This design comes from an exercise in tuning for small area, a short achievable clock period and few clock cycles per item on the open sky130 flow, not from production work. At most, simulation tests tie the RTL to the original design; equivalence was not proved. No functional check of the RTL was part of runs 1 to 4. Power figures rest on the tool's default switching activity, not on a simulated workload.

### flow/design.v
`default_nettype none
package cwu_pkg;
    localparam int SEG_W      = 16;
    localparam int THRESH_W   = 32;
    localparam int TMO_CFG_W  = 24;
    localparam int CFG_DATA_W = 32;
    localparam int CFG_IDX_W  = 2;
    localparam int OUT_WIN_W  = 32;
    localparam int OUT_TMO_W  = 24;
    localparam int SQ_W       = 2 * SEG_W;
    localparam int DIV_STEPS  = SQ_W;
    localparam int CNT_W      = $clog2(DIV_STEPS);
    localparam logic [SEG_W-1:0]     SEG_RESET    = 16'd1000;
    localparam logic [THRESH_W-1:0]  THRESH_RESET = 32'd64000;
    localparam logic [TMO_CFG_W-1:0] CEIL_RESET   = 24'hFF_FFFF;
    localparam int                   INIT_TMO     = 1000;
    localparam logic OP_TIMEOUT = 1'b0;
    localparam logic OP_ACK     = 1'b1;
    typedef enum logic [CFG_IDX_W-1:0] {
        REG_SEGMENT_SIZE = 2'd0,
        REG_SSTHRESH     = 2'd1,
        REG_INIT_TIMEOUT = 2'd2,
        REG_CEILING      = 2'd3
    } cfg_reg_t;
    typedef struct packed {
        logic accept;
        logic square;
        logic div_step;
        logic commit;
    } cwu_cmd_t;
    typedef struct packed {
        logic need_div;
        logic out_free;
    } cwu_status_t;
endpackage
`default_nettype wire
`default_nettype none
module cwu_cadd #(
    parameter int N = 31
) (
    input  wire logic [N-1:0] a,
    input  wire logic [N-1:0] b,
    output logic      [N-1:0] s0,
    output logic      [N-1:0] s1,
    output logic              c0,
    output logic              c1
);
    logic [N-1:0] p, g, pp, gg;
    always_comb begin
        p  = a ^ b;
        g  = a & b;
        pp = p;
        gg = g;
        for (int i = 1; (1 << i) <= 2 * N; i++)
            for (int k = (1 << i) - 1; k < N; k += (1 << i)) begin
                gg[k] = gg[k] | (pp[k] & gg[k - (1 << (i - 1))]);
                pp[k] = pp[k] & pp[k - (1 << (i - 1))];
            end
        for (int i = 5; i > 0; i--)
            for (int k = (1 << i) + (1 << (i - 1)) - 1; k < N; k += (1 << i)) begin
                gg[k] = gg[k] | (pp[k] & gg[k - (1 << (i - 1))]);
                pp[k] = pp[k] & pp[k - (1 << (i - 1))];
            end
        s0 = p ^ {gg[N-2:0], 1'b0};
        s1 = p ^ ({gg[N-2:0], 1'b0} | {pp[N-2:0], 1'b1});
        c0 = gg[N-1];
        c1 = gg[N-1] | pp[N-1];
    end
endmodule
`default_nettype wire
`default_nettype none
module tcp_congestion_window_update #(
    parameter int WINDOW_BITS  = 32,
    parameter int TIMEOUT_BITS = 24
) (
    input  wire logic                             clk,
    input  wire logic                             rst_n,
    input  wire logic                             cfg_write,
    input  wire logic [cwu_pkg::CFG_IDX_W-1:0]    cfg_index,
    input  wire logic [cwu_pkg::CFG_DATA_W-1:0]   cfg_data,
    input  wire logic                             in_valid,
    output logic                                  in_ready,
    input  wire logic                             operation,
    input  wire logic                             new_data_acked,
    output logic                                  out_valid,
    input  wire logic                             out_ready,
    output logic [cwu_pkg::OUT_WIN_W-1:0]         window,
    output logic [cwu_pkg::OUT_TMO_W-1:0]         timeout_value,
    output logic                                  retransmit,
    output logic                                  restart_timer,
    output logic                                  in_avoidance
);
    localparam logic [1:0] ST_IDLE = 2'd0;
    localparam logic [1:0] ST_DIV  = 2'd1;    
    localparam logic [1:0] ST_FIN  = 2'd2;    
    logic [15:0] seg_reg;
    logic [31:0] thr_reg;
    logic [23:0] ceil_reg;
    logic [31:0] sq_reg;
    logic        sq_busy;
    logic [4:0]  sq_cnt;       
    logic        sq_bit;       
    logic [31:0] win_reg;
    logic [23:0] tmo_reg;
    logic        ov_reg;
    logic        rex_reg;
    logic        avo_reg;
    logic        f0v, f0op, f0nd;
    logic        f1v, f1op, f1nd;
    logic [1:0]  st;
    logic [32:0] rem_reg;      
    logic [30:0] q_reg;
    logic [4:0]  j_reg;        
    logic        nb_reg;       
    logic [4:0]  mm_reg;       
    logic        qz_reg;       
    logic        stale_reg;    
    logic        avoid;
    logic        free;
    logic        push;
    logic        head_div;
    logic [4:0]  msb_w;
    logic [4:0]  msb_s;
    logic [5:0]  kdiff;
    logic [31:0] rem_init;
    logic [4:0]  psel;
    logic        nb_next;
    logic        sub1;
    logic [32:0] y1;
    logic        qb1;
    logic        sq_clear;
    logic [32:0] bx;
    logic [31:0] add_b;
    logic        lo_b;
    logic [1:0]  lo_s;
    logic [30:0] u_s0, u_s1;
    logic        u_c0, u_c1;
    logic [30:0] hi_s;
    logic        hi_c;
    logic [31:0] add_s;
    logic [31:0] win_sat;
    logic [24:0] tmo_dbl;
    logic [23:0] tmo_new;
    logic        pop;
    logic        commit_nd;    
    logic        commit_fin;   
    logic        start;        
    logic        load_start;
    logic        is_to, is_ss, is_dz;
    assign avoid    = win_reg >= thr_reg;
    assign free     = !ov_reg || out_ready;
    assign push     = in_valid && !f1v;
    assign head_div = f0op && f0nd;
    always_comb begin
        msb_w = '0;
        msb_s = '0;
        for (int i = 0; i < 32; i++) begin
            if (win_reg[i]) msb_w = i[4:0];
            if (sq_reg[i])  msb_s = i[4:0];
        end
    end
    assign kdiff = {1'b0, msb_s} - {1'b0, msb_w};
    assign rem_init = sq_busy ? 32'd0 : (sq_reg >> 1) >> mm_reg;
    assign psel     = (st == ST_DIV) ? j_reg - 5'd1 : mm_reg;
    assign nb_next  = sq_reg[psel];
    assign sq_clear = sq_busy && sq_cnt[4];
    assign sub1 = !rem_reg[32] && !sq_busy;
    assign bx   = sq_busy ? (sq_bit ? {17'd0, seg_reg} : 33'd0) : ({1'b0, win_reg} ^ {33{sub1}});
    assign y1   = {rem_reg[31:0], nb_reg} + bx + {32'd0, sub1};
    assign qb1  = !y1[32];
    assign add_b = (st == ST_FIN) ? {q_reg, 1'b0} : {16'd0, seg_reg};
    assign lo_b  = (st == ST_FIN) ? qb1 : add_b[0];
    assign lo_s  = {1'b0, win_reg[0]} + {1'b0, lo_b};
    cwu_cadd #(.N(31)) u_cadd (
        .a  (win_reg[31:1]),
        .b  (add_b[31:1]),
        .s0 (u_s0),
        .s1 (u_s1),
        .c0 (u_c0),
        .c1 (u_c1)
    );
    assign hi_s    = lo_s[1] ? u_s1 : u_s0;
    assign hi_c    = lo_s[1] ? u_c1 : u_c0;
    assign add_s   = {hi_s, lo_s[0]};
    assign win_sat = hi_c ? 32'hFFFF_FFFF : add_s;
    assign tmo_dbl = {tmo_reg, 1'b0};
    assign tmo_new = (tmo_dbl > {1'b0, ceil_reg}) ? ceil_reg : tmo_dbl[23:0];
    assign is_to  = !f0op;
    assign is_ss  = head_div && !avoid;
    assign is_dz  = head_div && avoid && (qz_reg || win_reg == '0);   
    always_comb begin
        commit_nd  = 1'b0;
        commit_fin = 1'b0;
        start      = 1'b0;
        if (!sq_busy) begin
            if (st == ST_FIN) begin
                commit_fin = free;
                start      = free && f0v && head_div && !qz_reg && !stale_reg;
            end else if (st == ST_IDLE && f0v) begin
                if (head_div && avoid && !is_dz)
                    start = !stale_reg;
                else
                    commit_nd = free && !(is_dz && stale_reg);
            end
        end
    end
    assign pop        = commit_nd || start;
    assign load_start = (st == ST_IDLE) || (st == ST_FIN && free);
    always_ff @(posedge clk or negedge rst_n) begin
        if (!rst_n) begin
            seg_reg   <= 16'd1000;
            thr_reg   <= 32'd64000;
            ceil_reg  <= 24'hFF_FFFF;
            sq_reg    <= 32'd1000000;
            sq_busy   <= 1'b0;
            sq_cnt    <= 5'd0;
            win_reg   <= 32'd1000;
            tmo_reg   <= 24'd1000;
            ov_reg    <= 1'b0;
            f0v       <= 1'b0;
            f1v       <= 1'b0;
            st        <= ST_IDLE;
            stale_reg <= 1'b1;
        end else begin
            if (cfg_write) begin
                case (cfg_index)
                    2'd0: begin
                        seg_reg <= cfg_data[15:0];
                        sq_busy <= 1'b1;
                        sq_cnt  <= 5'd16;
                    end
                    2'd1: thr_reg  <= cfg_data;
                    2'd3: ceil_reg <= cfg_data[23:0];
                    default: ;
                endcase
            end
            if (sq_busy && !(cfg_write && cfg_index == 2'd0)) begin
                sq_cnt <= sq_cnt - 5'd1;
                if (sq_cnt == 5'd0) begin
                    sq_busy <= 1'b0;
                    sq_reg  <= y1[31:0];
                end
            end
            if (pop) begin
                f0v <= f1v || push;
                f1v <= 1'b0;
            end else if (push) begin
                if (f0v) f1v <= 1'b1;
                else     f0v <= 1'b1;
            end
            if (commit_nd || commit_fin)
                ov_reg <= 1'b1;
            else if (out_ready)
                ov_reg <= 1'b0;
            if (commit_fin) begin
                win_reg <= win_sat;
            end else if (commit_nd) begin
                if (is_to) begin
                    win_reg <= {16'd0, seg_reg};
                    tmo_reg <= tmo_new;
                end else if (is_ss) begin
                    win_reg <= win_sat;
                end else if (is_dz && win_reg == '0) begin
                    win_reg <= 32'hFFFF_FFFF;
                end
            end
            stale_reg <= (commit_nd && is_to) || sq_busy;
            if (start)
                st <= (mm_reg == 5'd0) ? ST_FIN : ST_DIV;
            else if (commit_fin)
                st <= ST_IDLE;
            else if (st == ST_DIV && j_reg == 5'd1)
                st <= ST_FIN;
        end
    end
    always_ff @(posedge clk) begin
        sq_bit <= seg_reg[4'(sq_cnt - 5'd1)];
        mm_reg <= kdiff[4:0];
        qz_reg <= kdiff[5] || (sq_reg == '0);
        if (pop) begin
            f0op <= f1v ? f1op : operation;
            f0nd <= f1v ? f1nd : new_data_acked;
        end else if (push && !f0v) begin
            f0op <= operation;
            f0nd <= new_data_acked;
        end
        if (push && f0v && !pop) begin
            f1op <= operation;
            f1nd <= new_data_acked;
        end
        if (commit_nd) begin
            rex_reg <= is_to;
            avo_reg <= avoid;
        end else if (commit_fin) begin
            rex_reg <= 1'b0;
            avo_reg <= 1'b1;
        end
        if (st == ST_DIV || (sq_busy && !sq_clear)) begin
            rem_reg <= y1;
            q_reg   <= {q_reg[29:0], qb1};
            j_reg   <= j_reg - 5'd1;
            nb_reg  <= nb_next && !sq_busy;
        end else if (load_start) begin
            rem_reg <= {1'b0, rem_init};
            q_reg   <= '0;
            j_reg   <= mm_reg;
            nb_reg  <= nb_next && !sq_busy;
        end
    end
    assign in_ready      = !f1v;
    assign out_valid     = ov_reg;
    assign window        = win_reg;
    assign timeout_value = tmo_reg;
    assign retransmit    = rex_reg;
    assign restart_timer = rex_reg;
    assign in_avoidance  = avo_reg;
endmodule
`default_nettype wire
### flow/run.sh
#!/bin/bash
# synth_recipe.tcl (not shown) runs the flow's synth.tcl, then flattens the netlist and writes it again
# the make line also repeats each setting of config.mk as NAME=value (left out here)
make -C /OpenROAD-flow-scripts/flow DESIGN_CONFIG=/design/flow/config.mk WORK_HOME=/design/flow/orfs CLKGATE_MAP_FILE= SYNTH_SCRIPT=/design/flow/synth_recipe.tcl finish
### flow/config.mk
export PLATFORM = sky130hd
export DESIGN_NAME = tcp_congestion_window_update
export DESIGN_NICKNAME = tcp_congestion_window_update
export VERILOG_FILES = /design/flow/design.v
export SDC_FILE = /design/flow/constraint.sdc
export NUM_CORES = 4
export LEC_CHECK = 0
export CAP_MARGIN = 20
export CORE_MARGIN = 2
export CORE_UTILIZATION = 40
export SETUP_SLACK_MARGIN = 4.5
export SLEW_MARGIN = 20
export SYNTH_HIERARCHICAL = 1
### flow/constraint.sdc
create_clock -name core_clock -period 8.5 [get_ports {clk}]
set_input_delay 1.7000 -clock core_clock [delete_from_list [all_inputs] [get_ports {clk}]]
set_output_delay 1.7000 -clock core_clock [all_outputs]
set_load 0.01 [all_outputs]
==> results of run 1 <==
## stage by stage
| stage | setup WS (ps) | total power (µW) | cell area [µm²] |
|---|---|---|---|
| after floorplan | 2890 | 5570 | 20200 |
| after global placement | 2840 | 6820 | 21500 |
| after detailed placement | 2740 | 6910 | 21600 |
| after CTS | 3970 | 8610 | 23100 |
| after global routing | 3690 | 9260 | 23300 |
| final | 3830 | 8650 | 23300 |
## routing by layer
metal,vias to the layer above,GRT usage
met1,8130,0.328
met2,527,0.367
li1,7799,-
met3,91,0.0448
met5,-,0
met4,0,0.0660
## Yosys cell counts (55+ instances only)
cell,instances
nand2_1,154
a211oi_1,55
dfstp_2,56
o21ai_0,81
edfxtp_1,76
inv_1,101
mux2i_1,66
nor2_1,135
ha_1,128
mux2_2,129
a21oi_1,152
nor3_1,56
xor2_1,69
clkbuf_1,97
and2_1,59
dfrtp_1,116
## repair_timing
action | 4_1_cts | 5_1_grt
cloned | 5 | 0
endpoints found under the setup margin | 55 | 44
pin swaps | 18 | 3
gates resized for setup | 41 | 22
buffers inserted | 19 | 4
## cell type report
| type | count | area [µm²] | area share |
|---|---|---|---|
| inverter | 102 | 387 | 0.0166 |
| clock inverter | 11 | 128 | 0.00548 |
| clock buffer | 51 | 1050 | 0.0451 |
| multi-input combinational | 1623 | 12600 | 0.543 |
| timing repair buffer | 145 | 1440 | 0.0618 |
| tap | 664 | 831 | 0.0357 |
| sequential | 255 | 6800 | 0.292 |
## cells by family after synthesis
kind of cell	count (synthesis)	share of synthesized area
buffers and inverters	226	0.0463
adder cells (fa/ha/maj)	147	0.0997
flip-flops	255	0.342
AND/OR/NAND/NOR	623	0.158
XOR/XNOR	108	0.0476
AO/OA/AOI/OAI	521	0.173
multiplexers	220	0.133
## power by group
part | total [µW] | switching [µW] | internal, µW | leakage [µW]
combinational | 4880 | 2670 | 2210 | 0.00659
clock | 1490 | 595 | 898 | 0.000581
sequential | 2280 | 609 | 1670 | 0.00299
total | 8650 | 3870 | 4780 | 0.0102
## final timing paths
kind | slack, ps | depth (start not counted) | end | start
min reg2reg | 500 | 1 | thr_reg[6] | thr_reg[6]
min in group asynchronous | 1120 | 1 | thr_reg[5] | rst_n
max in group asynchronous | 5860 | 2 | win_reg[27] | rst_n
min | 500 | 1 | thr_reg[6] | thr_reg[6]
max reg2reg | 3830 | 18 | win_reg[12] | rem_reg[32]
max | 3830 | 18 | win_reg[12] | rem_reg[32]
==> summary.txt, run 1 <==
The flow ran to the end and the layout has no timing, DRC or antenna violations. The final net count is 2349. The die extent in x came out at 227 µm. The largest net degree at the start of global routing came out at 73. Among cell families on the critical path, the largest total delay comes from compound AO/OA/AOI/OAI gates. The total half-perimeter wirelength after legalization and detailed placement came out at 41.8 mm. The hold-fix buffer count after cts is 0. At the worst endpoint, the arrival time is 5120 ps. The routed wire length is 59.6 mm. The mapped netlist covers 19900 µm². The final worst hold slack is 504 ps.

The final number of max-transition violations is 0. The row count is 81. The highest clock rate came out at 214 MHz. For this run, the share of the core covered by cells in the final layout is 0.474. The post-synthesis to final-layout area growth came out at 17.0%.

The post-synth net total came out at 2288. The post-CTS clock slew at the launch and capture registers of the worst setup and hold paths is 60 ps. At the later pin of the worst-skew pair, clock insertion delay measures 580 ps. Summed over all nets, wire length on met3 after detailed routing comes to 4.04 mm. The number of cells in the finished layout apart from fillers is 2851. The length of the first detailed-routing pass in iterations came out at 7. The layout has 4662 filler cells. The critical path required time came out at 8960 ps.

The post-synthesis async set-or-reset flop share is 0.675. The placeable core region is 49100 µm². Clock tree synthesis selected as its root buffer the cell clkbuf_16. The number of antenna violations at the first check in global routing was 1.

The post-route setup TNS is 0 ps. For this design, the slowest cell found on the critical path is edfxtp_1. The buffer and inverter count on the worst path came out at 1. Counting every instance in the synthesized netlist gives 2100. The peak ir drop on the vdd network is 0.198 mV. The first-pass GRT wire length is 93.0 mm.

The total CTS buffers is 34. In this run the deepest clock path goes through 3 buffers. Of all cell types, the one taking the most synthesized area is dfrtp_1. Walking the worst path, the cells encountered are buf_4, xor2_1, o21ai_1, ha_1, nor2b_2, o31a_1, o31a_1, o31ai_4, a211oi_4, o21ai_2, a31oi_4, xnor2_2, o21ai_2, ha_4, mux2_4, a211oi_2, a21oi_1, mux2_4.

Signal routing reaches up to met4. At the pin with the least slew margin, the transition time is 1110 ps. Leaving out fill and tap cells, the most frequent cell in the layout is nand2_1. The average footprint of a synthesized cell is 9.47 µm². The largest single stage delay on the critical path is 470 ps. The die area is 51500 µm². The largest fanout on the critical path is 8. The number of flip-flops in the largest register is 33. The number of hold violations in the final report is 0. By area the synthesized netlist is led by dfrtp_1 15%, edfxtp_1 11%, ha_1 8.1%. The port buffer count came out at 101. Among all flip-flop cells after synthesis, the most frequent one is dfrtp_1. The max-capacitance violation count came out at 0. The clock skew after layout came out at 34.4 ps. During synthesis, Yosys emitted a total of 8 warnings.

The number of global-route vias before repair is 16100. The flop and latch count out of synthesis came out at 255. The share of the yosys chip area belonging to registers is 0.342. The violation count after the first detailed-routing iteration came out at 1382.

The floorplan die height is 227 µm. The total routing resource utilization after global routing came out at 0.233. The detailed router placed 16500 vias in this run. The class of the tightest hold or removal check is flip-flop to flip-flop. The CTS tree is yes.

The power per cell area came out at 372 nW/µm². The critical path is of the flip-flop to flip-flop type. After detailed routing, the number of vias per cell comes to 5.80. The number of failing setup endpoints in the final timing report came out at 0. The effective utilization at floorplan came out at 0.405. The count of nets left with antenna violations once routing finished came out at 0. The fraction of layout instances using a drive strength above 1 came out at 0.189. After detailed placement, the design holds a cell count of 2761. In the final routing, the length of wire on met1 measures 27.1 mm. In the routed design, unresolved DRC markers number 0. In the layout the commonest cells are 154 x nand2_1, 149 x a21oi_1, 133 x nor2_1, 127 x ha_1, 120 x mux2_2. Dividing the detail-routed wire length by the instance count gives 20.9 µm.

In this run the count of I/O pins placed on the die edge is 102. The sum of met2 wire segment lengths after detailed routing came out at 27.0 mm. The worst setup path is launched from a flip-flop. The leftover overflow at the end of global routing is 0. In this run the static leakage power is 0.0102 µW. The number of synthesized flops with an enable pin is 76. The area share of the largest cell type after synthesis is 0.146.

The kind of end point of the critical path is a flip-flop. The TritonCTS sink count came out at 255. The number of distinct standard cells referenced by the synthesized netlist is 89. The final worst-path cycle share is 0.549. The number of antenna diodes in the final layout is 0. The smallest clock period supported by the final layout is computed as 4670 ps.

The H-tree generated during clock tree synthesis spans 2 levels. The congestion estimate from routability-driven global placement came to 0.918. The relative slew slack is 0.257. Setup repair after global routing could not meet its margin everywhere.
==> run 2: changes to the inputs <==
--- a/flow/config.mk
+++ b/flow/config.mk
@@ -8,6 +8,6 @@
 export CAP_MARGIN = 20
 export CORE_MARGIN = 2
 export CORE_UTILIZATION = 40
-export SETUP_SLACK_MARGIN = 4.5
+export SETUP_SLACK_MARGIN = 3.5
 export SLEW_MARGIN = 20
 export SYNTH_HIERARCHICAL = 1
==> run 2 against run 1 <==
- still clean
- sequential cell count unchanged
- cell count decreased by 0.42%
- clock power is 13% lower
- sequential power is essentially flat
- largest power group unchanged
==> summary.txt, run 2 <==
Synthesis instantiated 89 different standard cells from the library. The run finished with no timing, DRC or antenna violations. The floorplan die height is 227 µm. The data arrival time at the worst-slack endpoint is 5290 ps. The average footprint of a synthesized cell is 9.47 µm². The hold-fix buffer count after cts is 0. From synthesis to final layout, the design area changed by 14.5%. In the synthesized netlist, the cells that appear most often are 154 x nand2_1, 152 x a21oi_1, 135 x nor2_1, 129 x mux2_2, 128 x ha_1. The leftover overflow at the end of global routing is 0. The post-synthesis instance area is 19900 µm². The die extent in x came out at 227 µm. Of the available clock period, the critical path in the final layout requires 0.565. After detailed placement, the design holds a cell count of 2763. The port buffer count came out at 101. The placeable core region is 49100 µm². The classification of the worst setup path is flip-flop to flip-flop. For this run, design rule violations remaining after detail routing come to 0. Data on the critical path is required at its endpoint by 8990 ps.

The die covers 51500 µm². The clock latency reported for the late side of the worst-skew pair came out at 600 ps. Once layout is complete, the utilization of the core stands at 0.464.

The average via count per standard cell came out at 5.85. The final number of max-transition violations came out at 0. The flop and latch count out of synthesis is 255.

The average routed wire per standard cell came out at 20.9 µm. The most numerous cell in the Yosys netlist is nand2_1. For this run, the total global-route usage over all layers was measured as 0.230.

The number of instances in the synthesized netlist came out at 2100. The final worst hold slack came out at 506 ps. The effective utilization at floorplan came out at 0.405. The number of failing setup endpoints in the final timing report came out at 0.

The routed wire length came out at 59.3 mm. STA classifies the critical path endpoint as a flip-flop. The area share of the largest cell type after synthesis is 0.146. Setup repair after global routing left no endpoint under its margin. The finished cells cover 22800 µm². The number of global-route vias before repair came out at 16100. At the pin with the least slew margin, the transition time is 1120 ps. The global placer's final weighted congestion came out at 0.884.

The post-route setup TNS came out at 0 ps. The share of the yosys chip area belonging to registers came out at 0.342. Entering global routing, the biggest net connects 89 pins. The most common cell after layout, fill and taps aside is nand2_1. The maximum level of the CTS H-tree is 1. The total number of vias is 16600.

TritonCTS built the clock tree. The number of I/O pins is 102. The buffer depth of the longest clock path came out at 3. On the final layout, the worst clock skew is 37.0 ps. The clock period could shrink to 4800 ps. Clock-pin slew was measured on the worst setup and hold paths at 70 ps.

The length of the first detailed-routing pass in iterations is 7. Yosys printed 8 warnings. The analysis attributes to cell leakage a power of 0.00998 µW. The highest clock rate came out at 208 MHz. The final net count is 2339. The power per cell area is 364 nW/µm². The row count is 81. Ranked by total cell area, the synthesized netlist is headed by dfrtp_1 15%, edfxtp_1 11%, ha_1 8.1%. The peak ir drop on the vdd network came out at 0.216 mV.

The relative slew slack came out at 0.256. The number of nets in the synthesized netlist is 2288. Counting flops with a built-in enable in the synthesized netlist gives 76. The buffer type at the clock tree root is clkbuf_16. The number of nets with antenna violations after routing came out at 0. The instance area at placement came out at 21400 µm². The first global-routing pass estimated 92.8 mm of wire. 0 antenna diodes ended up in the layout.

The fraction of layout instances using a drive strength above 1 came out at 0.163. The number of flip-flops in the largest register is 33. The total half-perimeter wirelength after legalization and detailed placement came out at 42.1 mm.

The nature of the critical path startpoint is a flip-flop. Leaving out fill and tap cells, the most frequent cells in the layout are 154 x nand2_1, 152 x a21oi_1, 134 x nor2_1, 128 x mux2_2, 127 x ha_1. The number of hold violations in the final report came out at 0.

The TritonCTS sink count came out at 255. In the synthesized netlist the dominant register cell turns out to be dfrtp_1. The biggest area contributor in the post-synthesis netlist is dfrtp_1. Along the worst path, the maximum fanout reaches 13.

The max-capacitance violation count came out at 0. The number of fill cells is 4774. The tightest min-delay check is of the flip-flop to flip-flop type. The violation count after the first detailed-routing iteration came out at 1306.

The post-synthesis async set-or-reset flop share came out at 0.675. The total CTS buffers came out at 30. The number of cells in the finished layout apart from fillers is 2839. The number of antenna violations at the first check in global routing is 1. Across all register-to-register paths, the minimum setup slack is 3700 ps.
## run 2: cell type report
| type | count | area, µm² | area share |
|---|---|---|---|
| clock buffers | 49 | 893 | 0.0392 |
| clock inverters | 7 | 73.8 | 0.00324 |
| inverters | 102 | 383 | 0.0168 |
| multi-input cells | 1622 | 12400 | 0.543 |
| flip-flops and latches | 255 | 6800 | 0.299 |
| well taps | 664 | 831 | 0.0365 |
| repair buffers | 140 | 1420 | 0.0623 |
## run 2: logic make-up (layout without fill, tap and decap cells)
group	Yosys count	count (layout)	share of synthesized area
compound gates	521	521	0.173
xor+xnor	108	108	0.0476
fa+ha+maj	147	147	0.0997
buf+inv	226	298	0.0463
flops	255	255	0.342
mux	220	223	0.133
simple gates	623	623	0.158
## run 2: path summary, 6_finish.rpt
path	cells past startpoint	to	from
max	20	win_reg[4]	rem_reg[32]
min	1	thr_reg[24]	thr_reg[24]
max reg2reg	20	win_reg[4]	rem_reg[32]
min reg2reg	1	thr_reg[24]	thr_reg[24]
max in group asynchronous	3	thr_reg[21]	rst_n
min in group asynchronous	1	ov_reg	rst_n
## run 2: what timing repair did
item                       4_1_cts  5_1_grt
setup endpoints to repair       32       32
cloned                           4        2
pin swaps                        1        6
gates resized for setup         16       26
buffers inserted                 4       10
## run 2: worst max-delay path, cell delays in order (launching register included)
cell	delay [ps]
edfxtp_1	500
buf_4	210
xor2_1	140
o21ai_0	220
inv_1	100
fa_1	440
nor2b_1	160
o31a_1	180
o31a_1	270
o31ai_4	100
a211oi_4	330
o21ai_2	140
a31oi_4	210
xnor2_2	110
o21ai_1	140
ha_2	220
buf_12	150
mux2_4	400
a211oi_1	270
a21oi_1	100
mux2_2	300
## run 2: report_power, final
part | internal [µW] | switching [µW]
Sequential | 1670 | 617
Combinational | 2110 | 2580
Clock | 745 | 550
## run 2: per-stage QoR
stage	total power, µW	worst slack (ps)
after CTS	8180	3510
after floorplan	5420	2890
after global placement	6690	2420
after global routing	8890	3500
after detailed placement	6790	2270
final	8280	3700
## run 2: per-layer routing
layer | part of all wire | up-vias | wire length (µm) | GRT usage
met2 | 0.44 | 528 | 26400 | 0.355
met1 | 0.45 | 8193 | 26800 | 0.323
met5 | 0.00022 | - | 13 | 0
met3 | 0.062 | 113 | 3660 | 0.0352
li1 | - | 7782 | - | -
met4 | 0.041 | 2 | 2440 | 0.0947
==> run 3: changes to the inputs <==
--- a/flow/design.v
+++ b/flow/design.v
@@ -33,40 +33,6 @@
         logic out_free;
     } cwu_status_t;
 endpackage
-`default_nettype wire
-`default_nettype none
-module cwu_cadd #(
-    parameter int N = 31
-) (
-    input  wire logic [N-1:0] a,
-    input  wire logic [N-1:0] b,
-    output logic      [N-1:0] s0,
-    output logic      [N-1:0] s1,
-    output logic              c0,
-    output logic              c1
-);
-    logic [N-1:0] p, g, pp, gg;
-    always_comb begin
-        p  = a ^ b;
-        g  = a & b;
-        pp = p;
-        gg = g;
-        for (int i = 1; (1 << i) <= 2 * N; i++)
-            for (int k = (1 << i) - 1; k < N; k += (1 << i)) begin
-                gg[k] = gg[k] | (pp[k] & gg[k - (1 << (i - 1))]);
-                pp[k] = pp[k] & pp[k - (1 << (i - 1))];
-            end
-        for (int i = 5; i > 0; i--)
-            for (int k = (1 << i) + (1 << (i - 1)) - 1; k < N; k += (1 << i)) begin
-                gg[k] = gg[k] | (pp[k] & gg[k - (1 << (i - 1))]);
-                pp[k] = pp[k] & pp[k - (1 << (i - 1))];
-            end
-        s0 = p ^ {gg[N-2:0], 1'b0};
-        s1 = p ^ ({gg[N-2:0], 1'b0} | {pp[N-2:0], 1'b1});
-        c0 = gg[N-1];
-        c1 = gg[N-1] | pp[N-1];
-    end
-endmodule
 `default_nettype wire
 `default_nettype none
 module tcp_congestion_window_update #(
@@ -109,7 +75,7 @@
     logic        f1v, f1op, f1nd;
     logic [1:0]  st;
     logic [32:0] rem_reg;      
-    logic [30:0] q_reg;
+    logic [31:0] q_reg;
     logic [4:0]  j_reg;        
     logic        nb_reg;       
     logic [4:0]  mm_reg;       
@@ -131,13 +97,7 @@
     logic        sq_clear;
     logic [32:0] bx;
     logic [31:0] add_b;
-    logic        lo_b;
-    logic [1:0]  lo_s;
-    logic [30:0] u_s0, u_s1;
-    logic        u_c0, u_c1;
-    logic [30:0] hi_s;
-    logic        hi_c;
-    logic [31:0] add_s;
+    logic [32:0] add_s;
     logic [31:0] win_sat;
     logic [24:0] tmo_dbl;
     logic [23:0] tmo_new;
@@ -168,21 +128,9 @@
     assign bx   = sq_busy ? (sq_bit ? {17'd0, seg_reg} : 33'd0) : ({1'b0, win_reg} ^ {33{sub1}});
     assign y1   = {rem_reg[31:0], nb_reg} + bx + {32'd0, sub1};
     assign qb1  = !y1[32];
-    assign add_b = (st == ST_FIN) ? {q_reg, 1'b0} : {16'd0, seg_reg};
-    assign lo_b  = (st == ST_FIN) ? qb1 : add_b[0];
-    assign lo_s  = {1'b0, win_reg[0]} + {1'b0, lo_b};
-    cwu_cadd #(.N(31)) u_cadd (
-        .a  (win_reg[31:1]),
-        .b  (add_b[31:1]),
-        .s0 (u_s0),
-        .s1 (u_s1),
-        .c0 (u_c0),
-        .c1 (u_c1)
-    );
-    assign hi_s    = lo_s[1] ? u_s1 : u_s0;
-    assign hi_c    = lo_s[1] ? u_c1 : u_c0;
-    assign add_s   = {hi_s, lo_s[0]};
-    assign win_sat = hi_c ? 32'hFFFF_FFFF : add_s;
+    assign add_b   = (st == ST_FIN) ? q_reg : {16'd0, seg_reg};
+    assign add_s   = {1'b0, win_reg} + {1'b0, add_b};
+    assign win_sat = add_s[32] ? 32'hFFFF_FFFF : add_s[31:0];
     assign tmo_dbl = {tmo_reg, 1'b0};
     assign tmo_new = (tmo_dbl > {1'b0, ceil_reg}) ? ceil_reg : tmo_dbl[23:0];
     assign is_to  = !f0op;
@@ -266,10 +214,10 @@
             end
             stale_reg <= (commit_nd && is_to) || sq_busy;
             if (start)
-                st <= (mm_reg == 5'd0) ? ST_FIN : ST_DIV;
+                st <= ST_DIV;
             else if (commit_fin)
                 st <= ST_IDLE;
-            else if (st == ST_DIV && j_reg == 5'd1)
+            else if (st == ST_DIV && j_reg == 5'd0)
                 st <= ST_FIN;
         end
     end
@@ -297,7 +245,7 @@
         end
         if (st == ST_DIV || (sq_busy && !sq_clear)) begin
             rem_reg <= y1;
-            q_reg   <= {q_reg[29:0], qb1};
+            q_reg   <= {q_reg[30:0], qb1};
             j_reg   <= j_reg - 5'd1;
             nb_reg  <= nb_next && !sq_busy;
         end else if (load_start) begin
--- a/flow/config.mk
+++ b/flow/config.mk
@@ -8,6 +8,5 @@
 export CAP_MARGIN = 20
 export CORE_MARGIN = 2
 export CORE_UTILIZATION = 40
-export SETUP_SLACK_MARGIN = 3.5
+export SETUP_SLACK_MARGIN = 4.5
 export SLEW_MARGIN = 20
-export SYNTH_HIERARCHICAL = 1
==> run 3 against run 2 <==
- critical path depth is 6 lower
- largest cell class unchanged
- utilization is 0.93 points higher
- clock skew is 21 ps lower
- non-clock buffer count is 8 higher
- setup slack better by 890 ps
- global-route usage is 0.42 points higher
- die area is 6.8% lower
- power is 23% lower
- sequential power is 12% lower
- critical endpoint is now rem_reg[29]
- fmax is 23% higher
- sequential share of layout area is 1.9 points higher
- still clean
==> summary.txt, run 3 <==
The flow ran to the end and the layout has no timing, DRC or antenna violations. Setup total negative slack on the finished layout was measured at 0 ps. The largest total area in the synthesized netlist belongs to dfrtp_1. The routed wire length is 57.5 mm. The share of total power dissipated in combinational logic is 0.459.

In the layout the commonest cells are 218 x nand2_1, 146 x nor2_1, 127 x ha_1, 114 x a21oi_1, 113 x dfrtp_1. Of the post-synthesis cell area, the dominant cell type holds 0.157. The die area is 48000 µm². The number of I/O pins is 102. The clock skew after layout came out at 15.7 ps.

Traced cell by cell, the critical path runs through buf_12, buf_4, xor2_1, o21ai_0, ha_1, o21ai_0, o21bai_1, a21oi_1, o31ai_2, a2111oi_1, nor2_1, a21oi_1, mux2_2, o21ai_0. The kind of end point of the critical path is a flip-flop. After synthesis, the cell types taking the most area are dfrtp_1 16%, edfxtp_1 12%, ha_1 8.6%.

The number of cells in the finished layout apart from fillers came out at 2691. OpenSTA, run right after detailed placement, puts the worst setup slack at 4040 ps. The average via count per standard cell is 5.81.

The post-layout minimum cycle time is 3910 ps. Hold timing on the final database bottoms out at a slack of 502 ps. In this run the power spent charging and discharging nets is 2600 µW. The commonest cells after synthesis are 219 x nand2_1, 147 x nor2_1, 127 x ha_1, 116 x dfrtp_1, 115 x a21oi_1. The post-CTS clock slew at the launch and capture registers of the worst setup and hold paths is 60 ps.

The post-synthesis instance area is 18500 µm². The max-capacitance violation count is 0. The worst setup path is launched from a flip-flop. The leftover overflow at the end of global routing is 0.

The total CTS buffers is 31. Synthesis inferred 256 register bits. The relative slew slack is 0.264.

The leakage component of the power is 0.00961 µW. A synthesized cell averages 9.31 µm². The post-synthesis to final-layout area growth is 16.3%.

In this run the horizontal extent of the chip is 219 µm. Setup slack closes at 4590 ps. The internal power of the cells totals 3800 µW. The placeable core region is 45500 µm². In this design, the critical path's most frequently occurring cell is o21ai_0. Synthesis handed over a netlist of 1987 instances. The power consumption is 6400 µW. The buffer type at the clock tree root is clkbuf_16. In the final routed layout, each cell accounts on average for 21.4 µm. The switching fraction of total power is 0.406. The slowest stage of the critical path is the a2111oi_1 cell. For the worst flop-to-flop path, the logic depth is 14. The number of hold violations in the final report came out at 0. After filler insertion, the fill cell instance count of the layout stands at 4357. The peak ir drop on the vdd network is 0.152 mV.

Routability-driven placement finished with a final weighted congestion of 0.930. The port buffer count came out at 101. The total half-perimeter wirelength after legalization and detailed placement is 41.0 mm. Timing would allow up to 256 MHz. At the later pin of the worst-skew pair, clock insertion delay measures 590 ps.

TritonCTS built the clock tree. The row count came out at 78. Setup repair after global routing left no endpoint under its margin. The buffer depth of the longest clock path is 3.

The TritonCTS sink count is 256. STA puts the critical path data required time at 8930 ps. The number of global-route vias before repair is 14900. The maximum level of the CTS H-tree came out at 1. The share of the yosys chip area belonging to registers is 0.369. The final net count came out at 2238. The minimum setup slack among reg-to-reg paths is 4590 ps. Yosys instantiated no cell more often than nand2_1. Leaving out fill and tap cells, the most frequent cell in the layout is nand2_1.

The floorplan die height came out at 219 µm. The post-placement cell count is 2606. At the worst endpoint, the arrival time is 4340 ps. In the finished design, the share of the clock period the worst path needs comes to 0.460.

Across all layers, the routed design uses 15600 vias. The number of flip-flops in the largest register came out at 33. In this run, synthesis inferred 77 flip-flops with an integrated enable. The sequential cell fraction of total power is 0.316. The number of antenna cells inserted is 0. The final number of max-transition violations is 0. In the synthesized netlist the dominant register cell turns out to be dfrtp_1. The number of antenna violations at the first check in global routing came out at 1. The startpoint identified for the worst hold timing path is thr_reg[17]. The total of warnings raised by yosys came out at 1. The worst setup path startpoint is rem_reg[32].

The startpoint identified for the worst register-to-register timing path is rem_reg[32]. The tightest min-delay check is of the flip-flop to flip-flop type. The fraction of layout instances using a drive strength above 1 came out at 0.154.

The number of distinct standard cells referenced by the synthesized netlist is 90. The worst setup path is of the flip-flop to flip-flop kind. In this run the worst setup path terminates at rem_reg[29].

The effective utilization at floorplan came out at 0.407. The number of failing setup endpoints in the final timing report is 0. The largest net degree at the start of global routing is 71. The post-synthesis async set-or-reset flop share is 0.672. The length of the first detailed-routing pass in iterations came out at 5. Once detail routing completed, the nets flagged for antenna violations numbered 0. The critical register-to-register path endpoint is rem_reg[29]. The first-pass GRT wire length is 87.6 mm.

The transition time at the pin with the least slew margin came out at 1100 ps. The power per cell area is 297 nW/µm². The share of total power dissipated in the clock network is 0.225.

The total DRC errors in the routed layout is 0. The delay of the slowest critical-path stage came out at 620 ps. In the global route stage, overall resource usage came out at 0.234.

The largest fanout on the critical path is 11. The violation count after the first detailed-routing iteration is 1362. The post-synth net total is 2159.
## run 3: cell count changes in the layout (fill, tap and decap cells not counted), moves of 17 or more
cell      delta
nor3_1      -20
o211ai_1    -24
nor2b_1     -36
o21ai_0     +30
a211oi_1    -23
nand4_1     +29
nand2_1     +64
and3_1      -20
fa_1        -17
a21oi_1     -38
mux2_2      -34
## run 3: cell type report
class                           instances  area [µm²]  share of cell area
Clock buffer                           39         848              0.0394
Inverter                               99         372              0.0173
Timing Repair Buffer                  148        1500              0.0697
Sequential cell                       256        6830               0.317
Clock inverter                         19         243              0.0113
Multi-Input combinational cell       1530       11000               0.510
Tap cell                              600         751              0.0349
## run 3: cell families (layout without fill, tap and decap cells)
kind of cell	after synthesis	in the layout	share of synthesized area
buf+inv	201	305	0.0431
mux	174	174	0.116
simple gates	647	647	0.167
compound gates	484	484	0.170
flops	256	256	0.369
fa+ha+maj	131	131	0.0902
xor+xnor	94	94	0.0445
## run 3: worst min path at each step
stage | endpoint | slack [ps] | cells after the start
global route | thr_reg[16] | 520 | 1
CTS | thr_reg[2] | 510 | 1
detailed placement | thr_reg[2] | 490 | 1
finish | thr_reg[17] | 500 | 1
floorplan | st[0] | 440 | 1
global placement | thr_reg[7] | 490 | 1
## run 3: timing repair
item	in CTS	in global routing
gates resized for setup	19	12
gates cloned	1	3
setup endpoints to repair	61	47
buffers inserted	4	19
pin swaps	8	12
hold buffers	0	0
endpoints found under the hold margin	0	0
## run 3: power groups by stage
stage / sequential (µW) / clock (µW) / combinational, µW
6_report: 2020 / 1440 / 2930
5_1_grt: 2060 / 1510 / 3200
4_1_cts: 2010 / 1470 / 2840
3_5_place_dp: 2020 / 0 / 2780
3_3_place_gp: 2030 / 0 / 2720
2_1_floorplan: 1850 / 0 / 2160
## run 3: worst max-delay path, delay by kind of cell, from the launching register on
kind                     cells  cell delay, ps
flip-flops                   1             430
AND/OR/NAND/NOR              1             200
multiplexers                 1             360
AO/OA/AOI/OAI                8            1960
buffers and inverters        2             310
adder cells (fa/ha/maj)      1             340
XOR/XNOR                     1             130
## run 3: per-layer routing
metal | part of all wire | wire length [µm] | track usage | vias up
met2 | 0.47 | 27000 | 0.384 | 506
met4 | 0.020 | 1140 | 0.0538 | 0
li1 | - | - | - | 7372
met3 | 0.060 | 3440 | 0.0283 | 81
met5 | 0 | 0 | 0 | -
met1 | 0.45 | 25900 | 0.331 | 7668
## run 3: stage by stage
step | area (µm²) | util
6_report | 21500 | 0.473
5_1_grt | 21500 | 0.473
4_1_cts | 21300 | 0.468
3_5_place_dp | 20100 | 0.441
3_3_place_gp | 20000 | 0.440
2_1_floorplan | 18500 | -
==> run 4: changes to the inputs <==
--- a/flow/config.mk
+++ b/flow/config.mk
@@ -7,6 +7,7 @@
 export LEC_CHECK = 0
 export CAP_MARGIN = 20
 export CORE_MARGIN = 2
-export CORE_UTILIZATION = 40
+export CORE_UTILIZATION = 65
+export GPL_TIMING_DRIVEN = 0
 export SETUP_SLACK_MARGIN = 4.5
 export SLEW_MARGIN = 20
==> run 4 against run 3 <==
- area after synthesis is the same
- sequential power is 3% lower
- register-to-register slack worse by 300 ps
- non-clock buffer count increased by 85
- clock power is 14% lower
- cell area is essentially flat
- sequential cell count unchanged
- die area down 38%
- largest power group unchanged
- combinational power up 13%
- clock skew shrank 1.3 ps
- critical endpoint is now rem_reg[30]
- highest routed layer is now met5
- routed wire length up 6.9%
==> summary.txt, run 4 <==
At the end of the flow the core is filled with cells to 0.771. CTS placed an instance of clkbuf_16 at the clock tree root. The leakage component of the power came out at 0.00968 µW. The total CTS buffers is 28. The first-pass GRT wire length is 94.2 mm.

The run finished with no timing, DRC or antenna violations. The port buffer count came out at 101. The leading area contributor after synthesis is dfrtp_1.

IR analysis of the VDD net gives a maximum drop of 0.193 mV. The post-placement setup slack is 3400 ps. The floorplan step set the die width to 173 µm. The routed wire length came out at 61.4 mm. The largest fanout on the critical path came out at 4.

In this run the most critical hold path is launched from qz_reg. The detail route stage leaves a number of antenna-violating nets equal to 0. The data arrival time at the worst-slack endpoint came out at 4470 ps. Leaving out fill and tap cells, the most frequent cell in the layout is nand2_1.

Synthesis produced a netlist with a net count of 2159. The post-CTS clock slew at the launch and capture registers of the worst setup and hold paths came out at 70 ps. The area growth from synthesis to layout is 16.3%. The class of the tightest hold or removal check is flip-flop to flip-flop.

The post-layout minimum cycle time is 4210 ps. The transition time at the pin with the least slew margin came out at 904 ps. The register with the most flip-flops in the layout has 33 of them.

The repair_antennas step left the layout with diodes totalling 0. The violation count after the first detailed-routing iteration came out at 2243. For this run, the top clock speed supported by timing is 237 MHz. The final worst-path cycle share came out at 0.495. The power per cell area is 302 nW/µm². Across the routed clock network, the largest skew measured is 14.4 ps.

The total half-perimeter wirelength after legalization and detailed placement is 43.9 mm. The maximum level of the CTS H-tree is 1. Setup repair after global routing could not meet its margin everywhere. After floorplanning, the core was divided into 61 placement rows. The buffer and inverter count on the worst path is 4. The buffer depth of the longest clock path came out at 3.

Yosys mapped a number of flops with a built-in enable equal to 77. Measured along the y axis, the die boundary spans 173 µm. The total of warnings raised by yosys came out at 1.

By instance count, the leading cell after synthesis is nand2_1. The TritonCTS sink count came out at 256. The total DRC errors in the routed layout came out at 0. In the post-synthesis netlist, the biggest area contributors are dfrtp_1 16%, edfxtp_1 12%, ha_1 8.6%.

The length of the first detailed-routing pass in iterations is 6. Across all register-to-register paths, the minimum setup slack is 4290 ps. The relative slew slack came out at 0.392. The worst setup path is of the flip-flop to flip-flop kind. After synthesis, the most frequently instantiated cells are 219 x nand2_1, 147 x nor2_1, 127 x ha_1, 116 x dfrtp_1, 115 x a21oi_1.

The critical path starts at sq_busy. The share of the yosys chip area belonging to registers came out at 0.369. The dominant delay contributor by cell family on the critical path is compound AO/OA/AOI/OAI gates. The placeable core region is 27900 µm². The worst setup path is launched from a flip-flop. For the worst-skew pair, the clock arrives at the later sink with an insertion delay of 560 ps. The number of hold violations in the final report is 0. The number of I/O pins is 102. The kind of end point of the critical path is a flip-flop.

Across all layers, the routed design uses 17200 vias. The delay of the slowest critical-path stage came out at 410 ps. Leaving out fill and tap cells, the most frequent cells in the layout are 218 x nand2_1, 145 x nor2_1, 125 x ha_1, 115 x dfrtp_1, 111 x a21oi_1. Walking the worst path, the cells encountered are clkbuf_8, and2_4, buf_8, buf_8, nand2_2, o21ai_2, fa_2, inv_2, fa_2, nor2b_4, o31a_1, or3_4, a31o_4, a2111oi_4, nor2_2, a211oi_2, xor2_1, o22ai_1. The global placer's final weighted congestion is 1.01. The fraction of layout instances using a drive strength above 1 is 0.159. The worst register-to-register path begins at sq_busy.

The total routing resource utilization after global routing came out at 0.398. The number of global-route vias before repair is 16800. The largest individual stage delay along the critical path comes from the cell or3_4. The leftover overflow at the end of global routing is 0. The number of antenna violations at the first check in global routing is 1. The effective utilization at floorplan came out at 0.662. Setup slack on the critical path of the routed design comes to 4290 ps. Of the post-synthesis cell area, the dominant cell type holds 0.157. The most used flip-flop cell after synthesis is dfrtp_1. The largest net degree at the start of global routing is 95. The post-synthesis instance area came out at 18500 µm². The average routed wire per standard cell is 24.1 µm.

The die area is 29800 µm². The post-synthesis async set-or-reset flop share came out at 0.672. The final number of max-transition violations came to 0. Data on the critical path is required at its endpoint by 8760 ps. The number of distinct standard cells referenced by the synthesized netlist came out at 90. The final layout contains 2320 nets. The cell count after synthesis came out at 1987. The number of failing setup endpoints in the final timing report is 0. After detailed routing, the number of vias per cell comes to 6.74. The max-capacitance violation count is 0. TritonCTS built the clock tree.

The average footprint of a synthesized cell is 9.31 µm². The flop and latch count out of synthesis is 256.
## run 4: cell count changes in the layout (fill, tap and decap cells not counted), sizes merged
cell	change
clkinv	-1
bufbuf	-1
clkbuf	+77
buf	+15
bufinv	-4
clkinvlp	-2
inv	-5
## run 4: through the flow
step | std cells | TNS [ps] | total power (µW) | hold WS (ps) | area [µm²]
after floorplan | 1987 | 0 | 4010 | 438 | 18500
after global placement | 2466 | -160450 | 4810 | 463 | 20000
after detailed placement | 2469 | 0 | 4910 | 467 | 20100
after CTS | 2538 | 0 | 6280 | 468 | 21300
after global routing | 2548 | 0 | 6770 | 497 | 21500
final | 2548 | 0 | 6500 | 476 | 21500
## run 4: kinds of logic (layout without fill, tap and decap cells)
logic type	after synthesis	count (layout)	share of synthesized area
fa+ha+maj	131	131	0.0902
buf+inv	201	384	0.0431
mux	174	174	0.116
compound gates	484	484	0.170
simple gates	647	647	0.167
flops	256	256	0.369
xor+xnor	94	94	0.0445
## run 4: repair_timing
item / in CTS / in global routing
gates cloned: 1 / 0
hold buffers: 0 / 0
pin swaps: 21 / 21
buffers inserted: 16 / 10
resized for setup: 56 / 43
endpoints found under the setup margin: 71 / 63
## run 4: final timing paths
path	end	cells after the start
min reg2reg	st[0]	1
max reg2reg	rem_reg[30]	18
max	rem_reg[30]	18
max in group asynchronous	ceil_reg[22]	3
min in group asynchronous	sq_reg[4]	2
min	st[0]	1
## run 4: where the power goes
group / internal, µW / switching, µW
Combinational: 1320 / 1980
Clock: 715 / 524
Sequential: 1680 / 274
## run 4: cell type report
cell class	instances	area, µm²
Tap cell	378	473
Inverter	99	372
Buffer	102	513
Fill cell	1914	6410
Multi-Input combinational cell	1530	11100
Clock buffer	45	856
Clock inverter	7	60.1
Timing Repair Buffer	131	1300
Sequential cell	256	6830
## run 4: layer usage
layer	wire length, µm	vias up	track usage
li1	-	7535	-
met1	23700	8254	0.528
met2	27700	1149	0.625
met3	6680	238	0.0912
met4	3280	2	0.183
met5	9	-	0
==> run 5: changes to the inputs <==
--- a/flow/design.v
+++ b/flow/design.v
@@ -140,16 +140,14 @@
         commit_nd  = 1'b0;
         commit_fin = 1'b0;
         start      = 1'b0;
-        if (!sq_busy) begin
-            if (st == ST_FIN) begin
-                commit_fin = free;
-                start      = free && f0v && head_div && !qz_reg && !stale_reg;
-            end else if (st == ST_IDLE && f0v) begin
-                if (head_div && avoid && !is_dz)
-                    start = !stale_reg;
-                else
-                    commit_nd = free && !(is_dz && stale_reg);
-            end
+        if (st == ST_FIN) begin
+            commit_fin = free;
+            start      = free && f0v && head_div && !qz_reg && !stale_reg && !sq_busy;
+        end else if (st == ST_IDLE && f0v) begin
+            if (head_div && avoid && !is_dz)
+                start = !stale_reg && !sq_busy;
+            else
+                commit_nd = free && !(is_dz && (stale_reg || sq_busy));
         end
     end
     assign pop        = commit_nd || start;
@@ -159,9 +157,8 @@
             seg_reg   <= 16'd1000;
             thr_reg   <= 32'd64000;
             ceil_reg  <= 24'hFF_FFFF;
-            sq_reg    <= 32'd1000000;
-            sq_busy   <= 1'b0;
-            sq_cnt    <= 5'd0;
+            sq_busy   <= 1'b1;        
+            sq_cnt    <= 5'd16;
             win_reg   <= 32'd1000;
             tmo_reg   <= 24'd1000;
             ov_reg    <= 1'b0;
@@ -184,10 +181,8 @@
             end
             if (sq_busy && !(cfg_write && cfg_index == 2'd0)) begin
                 sq_cnt <= sq_cnt - 5'd1;
-                if (sq_cnt == 5'd0) begin
+                if (sq_cnt == 5'd0)
                     sq_busy <= 1'b0;
-                    sq_reg  <= y1[31:0];
-                end
             end
             if (pop) begin
                 f0v <= f1v || push;
@@ -223,6 +218,8 @@
     end
     always_ff @(posedge clk) begin
         sq_bit <= seg_reg[4'(sq_cnt - 5'd1)];
+        if (sq_busy && sq_cnt == 5'd0 && !(cfg_write && cfg_index == 2'd0))
+            sq_reg <= y1[31:0];
         mm_reg <= kdiff[4:0];
         qz_reg <= kdiff[5] || (sq_reg == '0);
         if (pop) begin
@@ -245,15 +242,16 @@
         end
         if (st == ST_DIV || (sq_busy && !sq_clear)) begin
             rem_reg <= y1;
-            q_reg   <= {q_reg[30:0], qb1};
             j_reg   <= j_reg - 5'd1;
-            nb_reg  <= nb_next && !sq_busy;
-        end else if (load_start) begin
+        end else begin
             rem_reg <= {1'b0, rem_init};
-            q_reg   <= '0;
             j_reg   <= mm_reg;
-            nb_reg  <= nb_next && !sq_busy;
-        end
+        end
+        nb_reg <= nb_next && !sq_busy;
+        if (st == ST_DIV)
+            q_reg <= {q_reg[30:0], qb1};
+        else if (load_start)
+            q_reg <= '0;
     end
     assign in_ready      = !f1v;
     assign out_valid     = ov_reg;
--- a/flow/config.mk
+++ b/flow/config.mk
@@ -7,7 +7,6 @@
 export LEC_CHECK = 0
 export CAP_MARGIN = 20
 export CORE_MARGIN = 2
-export CORE_UTILIZATION = 65
-export GPL_TIMING_DRIVEN = 0
+export CORE_UTILIZATION = 40
 export SETUP_SLACK_MARGIN = 4.5
 export SLEW_MARGIN = 20
==> run 5 against run 4 <==
- critical endpoint is now win_reg[20]
- still clean
- fmax increased by 10%
- register-to-register slack improved by 400 ps
- setup slack improved by 400 ps
- cell area decreased by 5.7%
- synthesized cell count decreased by 9.3%
==> summary.txt, run 5 <==
Data on the critical path arrives at its endpoint at 4270 ps. Counting flops with an async set or reset pin after synthesis yields a share of 0.547. The row count came out at 76. The synthesized design contains 70 enable-type register cells. The worst register-to-register path begins at st[0]. In this run the worst hold path is classified as flip-flop to flip-flop. The flop and latch count out of synthesis came out at 256.

The total of warnings raised by yosys is 1. The share of the Yosys chip area taken by registers is 0.377. The clock passes through at most 3 buffers. The filler cells instantiated in the layout total 4047. The CTS tree is yes. The number of antenna cells inserted came out at 0. The clock latency reported for the late side of the worst-skew pair is 580 ps.

The first global-routing pass estimated 77.5 mm of wire. The tool flagged a number of max-cap violations equal to 0. After clock tree synthesis, the clock-pin slew on the worst setup and hold paths is 70 ps.

The final worst-path cycle share is 0.449. The violation count after the first detailed-routing iteration came out at 966. The number of distinct standard cells referenced by the synthesized netlist is 83. The leftover overflow at the end of global routing is 0. Relative to the synthesized area, the layout overhead comes to 16.1%. The congestion estimate from routability-driven global placement came to 0.917. After routing the design area is 20300 µm².

The total half-perimeter wirelength after legalization and detailed placement is 36.1 mm. The post-route setup TNS came out at 0 ps. The critical register-to-register path endpoint is win_reg[20].

From bottom edge to top edge, the die measures 213 µm. The post-placement cell count is 2433. The number of nets with antenna violations after routing is 0.

The final net count is 2061. At the pin with the least slew margin, the transition time is 1040 ps. The number of I/O pins came out at 102. The largest fanout on the critical path is 9. The number of hold violations in the final report is 0. The number of failing setup endpoints in the final timing report came out at 0. The maximum level of the CTS H-tree came out at 1. In the layout the commonest cells are 141 x nor2_1, 139 x nand2_1, 127 x ha_1, 126 x a21oi_1, 125 x o21ai_0. After layout, the minimum clock period comes to 3810 ps. The TritonCTS sink count came out at 256. For this run, the total global-route usage over all layers was measured as 0.216.

The power per cell area is 238 nW/µm². The effective utilization at floorplan came out at 0.406. Setup repair after global routing could not meet its margin everywhere. The most common cell after layout, fill and taps aside is nor2_1.

The relative slew slack came out at 0.305. The synthesized netlist occupies a cell area of 17500 µm². The highest clock rate came out at 262 MHz.

The minimum setup slack among reg-to-reg paths came out at 4690 ps. The average footprint of a synthesized cell is 9.70 µm². The leading area contributor after synthesis is dfrtp_1.

The fraction of layout instances using a drive strength above 1 came out at 0.158. The worst-case IR drop observed on VDD is 0.162 mV. The number of global-route vias before repair came out at 14000. Counting every instance in the synthesized netlist gives 1803. Summed over all layers, the routed wires come to 48.4 mm.

The run finished with no timing, DRC or antenna violations. The kind of end point of the critical path is a flip-flop. The buffer type at the clock tree root is clkbuf_16. STA classifies the critical path startpoint as a flip-flop. The total number of vias is 13900. The clock skew after layout is 15.3 ps. The number of flip-flops in the largest register is 33. The number of antenna violations at the first check in global routing came to 0. By count the netlist is led by 142 x nand2_1, 142 x nor2_1, 127 x ha_1, 126 x a21oi_1, 125 x o21ai_0. The area share of the largest cell type after synthesis came out at 0.127. The average routed wire per standard cell came out at 19.4 µm. The critical path required time came out at 8960 ps. The critical path is of the flip-flop to flip-flop type.

The most critical setup path has its endpoint at win_reg[20]. Before antenna repair, the detailed router went through 5 iterations. In the routed design, unresolved DRC markers number 0. The leakage component of the power came out at 0.00873 µW. The die is 213 µm wide. The die area is 45400 µm². The number of cells on the worst reg-to-reg path is 14. The average via count per standard cell came out at 5.58. The post-synth net total came out at 1975. In the synthesized netlist the dominant register cell turns out to be dfrtp_1. Entering global routing, the biggest net connects 72 pins. The final number of max-transition violations is 0. The critical path starts at st[0]. The port buffer count came out at 101.

The placed instances occupy a cell area of 19100 µm². The total CTS buffers is 31. The number of cells in the finished layout apart from fillers is 2498.

Yosys attributes the largest share of cell area to dfrtp_1 13%, edfxtp_1 12%, ha_1 9.1%. The placeable core region came out at 43100 µm².
-- run 5: changes by cell type after synthesis, moves of 13 or more --
cell | before | now
nand2_1 | 219 | 142
dfxtp_1 | 7 | 46
clkbuf_1 | 79 | 47
dfrtp_1 | 116 | 89
nand4_1 | 39 | 13
o211ai_1 | 30 | 7
nand3_1 | 42 | 22
o21ai_0 | 109 | 125
nor3_1 | 36 | 23
-- run 5: final cells by class --
type | instances | area, µm² | area share
Sequential cell | 256 | 6600 | 0.325
Tap cell | 585 | 732 | 0.0360
Multi-Input combinational cell | 1379 | 10300 | 0.508
Clock inverter | 25 | 303 | 0.0149
Inverter | 96 | 360 | 0.0177
Clock buffer | 32 | 790 | 0.0389
Timing Repair Buffer | 125 | 1210 | 0.0595
-- run 5: critical path, cell delays in order (launching register included) --
cell and delay [ps]:
dfrtp_1 460, nor2b_4 230, mux2_2 360, ha_1 220, fa_1 430, a211oi_1 250, o21ai_1 160, o22ai_2 280
o221ai_2 220, nand4b_1 190, o2bb2ai_2 240, nand2_2 120, buf_4 190, nor3_1 230, o2bb2ai_1 90
-- run 5: cell families after synthesis --
kind of cell	share of synthesized area
multiplexers	0.136
AO/OA/AOI/OAI	0.173
AND/OR/NAND/NOR	0.134
adder cells (fa/ha/maj)	0.0954
XOR/XNOR	0.0481
flip-flops	0.377
buffers and inverters	0.0378
-- run 5: layer usage --
metal,up-vias,track usage,part of all wire
met3,61,0.0306,0.052
met5,-,0,0
li1,6774,-,-
met2,339,0.366,0.47
met1,6758,0.289,0.45
met4,0,0.0558,0.023
-- run 5: worst min path at each step --
stage / start / to / slack (ps) / cells past startpoint
after CTS: tmo_reg[7] / tmo_reg[7] / 510 / 2
after global placement: j_reg[0] / j_reg[0] / 490 / 1
after global routing: thr_reg[20] / thr_reg[20] / 510 / 1
final: tmo_reg[7] / tmo_reg[7] / 500 / 2
after floorplan: j_reg[0] / j_reg[0] / 450 / 1
after detailed placement: thr_reg[20] / thr_reg[20] / 490 / 1
-- run 5: timing repair --
action                                  CTS  global route
hold endpoints to repair                  0             0
gates resized for setup                   7             9
endpoints found under the setup margin   48            39
hold buffers                              0             0
pin swaps                                 1             1
buffers inserted                          3             5
-- run 5: per-stage QoR --
stage	power (µW)	worst slack, ps	util	hold WS (ps)
floorplan	2930	4680	-	446
global placement	3350	4100	0.443	487
detailed placement	3380	4010	0.443	494
CTS	4850	4500	0.470	507
global route	5140	4410	0.471	513
finish	4840	4690	0.471	502
-- run 5: report_power, final --
group	leakage, µW	internal, µW	total (µW)	switching (µW)
Combinational	0.00562	740	1720	980
Sequential	0.00258	1520	1690	170
Clock	0.000532	859	1430	571
Testbench counts of run 5, summed over its fixed seeds: cycles 24,030, items 4,800.
==> run 6: changes to the inputs <==
--- a/flow/config.mk
+++ b/flow/config.mk
@@ -8,5 +8,5 @@
 export CAP_MARGIN = 20
 export CORE_MARGIN = 2
 export CORE_UTILIZATION = 40
-export SETUP_SLACK_MARGIN = 4.5
+export SETUP_SLACK_MARGIN = 5.0
 export SLEW_MARGIN = 20
==> run 6 against run 5 <==
- via count rose by 2.7%
- routed wire length up 3.9%
- sequential cell count stayed put
- combinational power rose by 8%
- sequential share of layout area is 0.97 points lower
- sequential power barely moved
- power grew 2.9%
- fmax grew 9.2%
- critical endpoint is now win_reg[0]
==> summary.txt, run 6 <==
The post-synthesis compound-gate area fraction came out at 0.173. The library cell used most frequently in the layout, excluding fill and tap cells, is nor2_1. The TritonCTS sink count came out at 256. In the final design database the tool counted 2099 nets. The most critical setup path has its startpoint at st[0]. Synthesis inferred 256 register bits. The routed wire length came out at 50.2 mm.

The tightest min-delay check is of the flip-flop to flip-flop type. The total half-perimeter wirelength after legalization and detailed placement is 35.9 mm. STA classifies the critical path startpoint as a flip-flop.

Entering global routing, the biggest net connects 82 pins. The total routing resource utilization after global routing came out at 0.221. The buffer and inverter count on the worst path is 1. The critical path's slowest cell is dfrtp_2. The worst hold path begins at j_reg[0]. In the final layout, the share of cells above drive strength 1 is 0.216.

The buffer type at the clock tree root is clkbuf_16. At the end of routability-driven placement, the weighted congestion stood at 0.926. The worst register-to-register path begins at st[0]. Setup repair after global routing could not meet its margin everywhere.

The die extent in x is 213 µm. After clock tree synthesis, the clock-pin slew on the worst setup and hold paths is 60 ps. The post-synth net total is 1975. Yosys mapped a number of flops with a built-in enable equal to 70. The number of global-route vias before repair is 14300. TritonCTS built the clock tree. The peak ir drop on the vdd network is 0.150 mV. The final worst-path cycle share is 0.411. The number of failing setup endpoints in the final timing report is 0.

By area, the combinational part of the netlist is dominated by compound AO/OA/AOI/OAI gates. In this run the power density over the cells is 237 nW/µm². The share of cell area taken by muxes after synthesis came out at 0.136. The die area came out at 45400 µm².

The number of cells in the finished layout apart from fillers is 2536. The maximum level of the CTS H-tree came out at 1. The total CTS buffers came out at 30.

The number of flip-flops in the largest register came out at 33. The final number of max-transition violations is 0. The first global-routing pass estimated 79.1 mm of wire. Of the synthesized area, sequential elements account for 0.377. The post-placement cell count is 2431. At the end of the flow the core is filled with cells to 0.488. The number of antenna cells inserted came out at 0. In this run the cell area of the synthesized design comes to 17500 µm². In the layout the commonest cells are 138 x nor2_1, 137 x nand2_1, 120 x ha_1, 118 x a21oi_1, 111 x o21ai_0. The post-route setup TNS came out at 0 ps. The highest clock rate is 286 MHz. The critical path goes through nor2b_4, mux2_4, ha_4, fa_2, a211oi_2, o21ai_2, o22ai_4, o221ai_4, nand4b_1, o2bb2ai_4, buf_4, nand2_4, o22ai_1, a22oi_1. STA puts the critical path data required time at 8910 ps. Ranked by total cell area, the synthesized netlist is headed by dfrtp_1 13%, edfxtp_1 12%, ha_1 9.1%. Of the total synthesized cell area, the portion taken by full adders, half adders and majority gates is 0.0954. The clock latency reported for the late side of the worst-skew pair is 570 ps. The smallest clock period supported by the final layout is computed as 3490 ps. The violation count after the first detailed-routing iteration came out at 908. The delay of the slowest critical-path stage came out at 430 ps.

The run finished with no timing, DRC or antenna violations. The most used flip-flop cell after synthesis is dfrtp_1. The length of the first detailed-routing pass in iterations came out at 5. The row count is 76.

The number of hold violations in the final report is 0. The leakage component of the power is 0.00896 µW. The commonest cells after synthesis are 142 x nand2_1, 142 x nor2_1, 127 x ha_1, 126 x a21oi_1, 125 x o21ai_0. The number of nets with antenna violations after routing came out at 0. In the synthesized netlist, the number of instances is 1803. The initial utilization of the core area, before any placement, comes to 0.406. The average footprint of a synthesized cell is 9.70 µm². The tool flagged a number of max-cap violations equal to 0.

The buffer depth of the longest clock path is 3. Counting flops with an async set or reset pin after synthesis yields a share of 0.547. The biggest area contributor in the post-synthesis netlist is dfrtp_1. The post-synthesis to final-layout area growth came out at 20.2%. The number of fill cells came out at 3969. The kind of cell with the highest combined delay along the critical path is compound AO/OA/AOI/OAI gates. Of the total synthesized cell area, the portion taken by XOR and XNOR cells is 0.0481.

The simple-gate area share of the yosys netlist came out at 0.134. The number of I/O pins is 102. Dividing the detail-routed wire length by the instance count gives 19.8 µm. The total of warnings raised by yosys is 1. Across the routed clock network, the largest skew measured is 10.9 ps. The transition time at the pin with the least slew margin is 855 ps. In the final layout, flip-flops and latches occupy 6630 µm². The share of synthesized area in the top cell type comes to 0.127. The leftover overflow at the end of global routing is 0.

The largest fanout on the critical path came out at 7. The average via count per standard cell came out at 5.64. The total DRC errors in the routed layout came out at 0. The port buffer count came out at 101. After floorplanning, the core was sized to cover 43100 µm².

The number of antenna violations at the first check in global routing came out at 0. The floorplan step set the die height to 213 µm. The multi-input combinational cell area is 10700 µm². The hold-fix buffer count after cts came out at 0. The relative slew slack came out at 0.428. The number of distinct standard cells referenced by the synthesized netlist came out at 83. At the worst endpoint, the arrival time is 3900 ps. The setup path with the least slack is of type flip-flop to flip-flop. The total number of vias is 14300. The worst setup path is captured at a flip-flop.
run 6: changes by cell type in the layout (fill, tap and decap cells not counted), sizes merged, moves of 2 or more:
cell | previous run | this run
buf | 25 | 59
clkinv | 15 | 11
clkdlybuf4s50 | 100 | 97
dlygate4sd2 | 0 | 3
inv | 97 | 99
nand2b | 18 | 20
run 6: kinds of logic (layout without fill, tap and decap cells):
| family | count (synthesis) | count (layout) |
|---|---|---|
| multiplexers | 193 | 193 |
| AND/OR/NAND/NOR | 484 | 487 |
| XOR/XNOR | 96 | 96 |
| flip-flops | 256 | 256 |
| buffers and inverters | 168 | 312 |
| adder cells (fa/ha/maj) | 131 | 131 |
| AO/OA/AOI/OAI | 475 | 476 |
run 6: metal layers:
metal  part of all wire  wire, µm  up-vias  GRT usage
li1                   -         -     6850          -
met1               0.44     22300     6967      0.294
met2               0.48     24000      412      0.375
met3              0.052      2640       82     0.0278
met4              0.025      1260        0     0.0687
met5                  0         0        -          0
run 6: worst register-to-register path: stages, from the launching register on:
cell and delay [ps]:
dfrtp_2 430, nor2b_4 250, mux2_4 350, ha_4 180
fa_2 390, a211oi_2 260, o21ai_2 130, o22ai_4 220
o221ai_4 170, nand4b_1 180, o2bb2ai_4 220, buf_4 190
nand2_4 80, o22ai_1 170, a22oi_1 110
run 6: cell type report:
class,count,share of cell area
inverter,96,0.0171
timing repair buffer,160,0.0729
sequential,256,0.315
clock inverter,24,0.0155
tap,585,0.0348
multi-input combinational,1383,0.508
clock buffer,32,0.0371
run 6: final timing paths:
check,endpoint,depth (start not counted),slack (ps)
max,win_reg[0],14,5010
min,j_reg[0],1,500
max reg2reg,win_reg[0],14,5010
min reg2reg,j_reg[0],1,500
max in group asynchronous,win_reg[1],2,6210
min in group asynchronous,thr_reg[26],1,1120
run 6: where the power goes:
group / total (µW) / internal (µW) / leakage, µW / switching [µW]
sequential: 1690 / 1520 / 0.00255 / 164
clock: 1450 / 883 / 0.000536 / 568
combinational: 1850 / 813 / 0.00587 / 1030
run 6: repair_timing:
| action | CTS | global route |
|---|---|---|
| pin swaps | 16 | 31 |
| endpoints found under the setup margin | 109 | 54 |
| buffers inserted | 20 | 24 |
| cloned | 4 | 1 |
| resized for setup | 74 | 63 |
run 6: per-stage QoR:
step | worst slack, ps | instance area [µm²] | total power [µW] | hold slack [ps]
floorplan | 5060 | 17500 | 2930 | 446
global route | 4930 | 21000 | 5270 | 521
CTS | 4970 | 20600 | 4920 | 506
finish | 5010 | 21000 | 4980 | 501
global placement | 3750 | 19100 | 3340 | 484
detailed placement | 3700 | 19100 | 3380 | 491

[what the ideal ports hide]
In the flow no input, the clock included, has a driving cell. The finished layouts below were timed again as built, in two steps.
Step 1 (the two cells are an assumption about what drives the block):
set clk [get_ports {clk}]
set_driving_cell -lib_cell sky130_fd_sc_hd__clkbuf_16 $clk
set_driving_cell -lib_cell sky130_fd_sc_hd__buf_2 [delete_from_list [all_inputs] $clk]
Step 2 adds t to the input delays and takes it off the output delays; t is the mean of the earliest and latest rising clock arrival at the registers after step 1. Input paths then give back, and output paths get back, about the clock's delay inside the block.
Slacks: ideal / step 1 / step 2; pairs: ideal / step 1.
run | t, ns | setup slack, ns | worst setup path at the end | slew at the worst register clock pin (ns) | worst slew at a driven data input, ns
run 1 | 0.617 | 3.832 / 3.832 / 3.421 | input to register | 0.06 / 0.06 | 0.06
run 2 | 0.639 | 3.701 / 3.701 / 3.701 | register to register | 0.07 / 0.07 | 0.07
run 3 | 0.639 | 4.588 / 4.588 / 4.158 | input to register | 0.07 / 0.07 | 0.12
run 4 | 0.607 | 4.289 / 4.289 / 4.063 | input to register | 0.07 / 0.07 | 0.05
run 5 | 0.630 | 4.688 / 4.688 / 4.318 | input to register | 0.07 / 0.07 | 0.05
run 6 | 0.625 | 5.008 / 4.983 / 4.548 | input to register | 0.07 / 0.07 | 0.04
After both steps setup and hold are still met in every run listed. For run 6, which loses most, drivers alone change the setup slack by -0.025 ns; drivers and shift together by -0.460 ns.
